Background: an optimization exercise with open tools, aiming at small area, a short achievable clock period and few clock cycles per item. Do not read the settings as production practice. Only simulation tests tie the RTL to the original design; equivalence was not proved. Power figures rest on the tool's default switching activity, not on a simulated workload.

==> flow/design.v (excerpt) <==
module operand_fetch_top
(
	input  wire          clk,
	input  wire          reset,
	input  wire          in_valid,
	output logic         in_ready,
	input  wire  [7:0]   in_tag,
	input  wire  [3:0]   in_dest,
	input  wire          in_writes_channel,
	input  wire  [15:0]  in_register_0,
	input  wire  [15:0]  in_register_1,
	input  wire  [5:0]   in_op_a,
	input  wire  [5:0]   in_op_b,
	input  wire  [5:0]   in_op_c,
	output logic         out_valid,
	input  wire          out_ready,
	output logic [7:0]   out_tag,
	output logic [3:0]   out_dest,
	output logic         out_writes_channel,
	output logic [5:0]   out_commit_id,
	output logic [15:0]  out_arg_a,
	output logic [15:0]  out_arg_b,
	output logic [15:0]  out_arg_c,
	input  wire          chan_write_valid,
	input  wire  [3:0]   chan_write_addr,
	input  wire  [15:0]  chan_write_value
);
Settings: LEC_CHECK=0, CAP_MARGIN=20, CORE_MARGIN=2, CORE_UTILIZATION=55, SETUP_SLACK_MARGIN=2.3, SLEW_MARGIN=20, BUFFER_PORTS_ARGS=-buffer_cell sky130_fd_sc_hd__buf_1, CTS_ARGS=-sink_clustering_enable -repair_clock_nets -sink_clustering_size 24 -sink_clustering_max_diameter 80 -buf_list sky130_fd_sc_hd__clkbuf_16 -dont_use_dummy_load; clock period 5.0 ns.
standard.sh (not shown) runs the stock make flow with config.mk's settings and CLKGATE_MAP_FILE= SYNTH_SCRIPT=/design/flow/synth_recipe.tcl, a recipe that flattens the netlist after the stock synthesis.
==> flow/flow/run.sh <==
#!/bin/bash
# Standard layout with small port buffers and a lighter clock tree.
set -e
cat >> config.mk <<'EOM'
export BUFFER_PORTS_ARGS = -buffer_cell sky130_fd_sc_hd__buf_1
export CTS_ARGS = -sink_clustering_enable -repair_clock_nets -sink_clustering_size 24 -sink_clustering_max_diameter 80 -buf_list sky130_fd_sc_hd__clkbuf_16 -dont_use_dummy_load
EOM
bash standard.sh > standard.log 2>&1
Testbench counts at the start, summed over its fixed seeds: cycles 20,173, items 16,000.
Next try:
- CORE_UTILIZATION: 55 -> 50
- SETUP_SLACK_MARGIN: 2.3 -> 2.4
After rerunning: The changed run completed without violations; routed wire length grows by a few percent; synthesized area does not change; clock-buffer cell count does not change; power grows slightly; register-to-register slack gains 0.04 ns; first-iteration DRC count grows by a few percent; cell area grows by a few percent; utilization shrinks by 4.7 points; hold slack gains 0.019 ns; setup slack gains 0.061 ns.
Next try:
- CORE_UTILIZATION: 50 -> 55
- GPL_TIMING_DRIVEN: unset -> 0
- SETUP_SLACK_MARGIN: 2.4 -> 2.3
First-iteration DRC count grows by roughly a tenth.
Non-clock buffer count came out higher by 81.
Clock-buffer cell count does not change.
Area after synthesis is unchanged.
Power grows slightly.
Next try:
- CORE_UTILIZATION: 55 -> 45
- GPL_TIMING_DRIVEN: 0 -> unset
What happened:
- The changed run completed with no timing, DRC or antenna violations
- clock power went down by about 5%
- cell area went down by 3.7%
- setup slack gains 0.032 ns
- synthesized cell count is unchanged
- combinational power went down by about 10%
- count of clock-buffer cells in the layout went down by 2
- area after synthesis does not change
- hold slack hardly moves
- first-iteration DRC count went down by 14%
Next try:
==> flow/flow/run.sh (replaced) <==
#!/bin/bash
# Standard layout with small port buffers and a lighter clock tree.
set -e
cat >> config.mk <<'EOM'
export BUFFER_PORTS_ARGS = -buffer_cell sky130_fd_sc_hd__buf_1
export CTS_ARGS = -sink_clustering_enable -repair_clock_nets -sink_clustering_size 26 -sink_clustering_max_diameter 100 -buf_list sky130_fd_sc_hd__clkbuf_16 -dont_use_dummy_load
EOM
bash standard.sh > standard.log 2>&1
- CORE_UTILIZATION: 45 -> 50
- CTS_ARGS: -sink_clustering_enable -repair_clock_nets -sink_clustering_size 24 -sink_clustering_max_diameter 80 -buf_list sky130_fd_sc_hd__clkbuf_16 -dont_use_dummy_load -> -sink_clustering_enable -repair_clock_nets -sink_clustering_size 26 -sink_clustering_max_diameter 100 -buf_list sky130_fd_sc_hd__clkbuf_16 -dont_use_dummy_load
Effect:
- combinational power stays flat
- utilization rose by 4.9 points
- sequential share of layout area rose by 0.62 points
- setup slack got worse by 0.078 ns
- wire length fell by 5.7%
- cell count fell by 3.9%
- register-to-register slack improved by 0.02 ns

-- static timing again, ports no longer ideal --
Ports are ideal in the flow. The routed layouts listed here were re-timed in OpenROAD. Step 1, drivers: a clkbuf_16 drives clk and a buf_2 each remaining input, both assumed. Step 2 times the ports against the registers' clock, not the clock port: input delays grow and output delays shrink by t, the midpoint of the rising clock arrivals with the driver on. Slacks: no drivers / after step 1 / after step 2; pairs: no drivers / after step 1.
| run | shift t [ns] | slack for setup (ns) | worst setup path at the end | worst register clock-pin slew, ns |
|---|---|---|---|---|
| the first run | 0.602 | 2.312 / 2.296 / 1.746 | input to register | 0.10 / 0.10 |
| the second run | 0.609 | 2.373 / 2.312 / 1.794 | input to register | 0.10 / 0.10 |
| the third run | 0.594 | 2.240 / 2.184 / 1.707 | input to register | 0.09 / 0.09 |
| the fourth run | 0.595 | 2.272 / 2.284 / 1.689 | input to register | 0.10 / 0.10 |
| the fifth run | 0.585 | 2.194 / 2.165 / 1.767 | input to register | 0.11 / 0.11 |
After both steps every run listed still meets setup and hold. The setup slack of the fourth run, which loses most, moves by +0.012 ns with the drivers and by -0.583 ns with both steps.
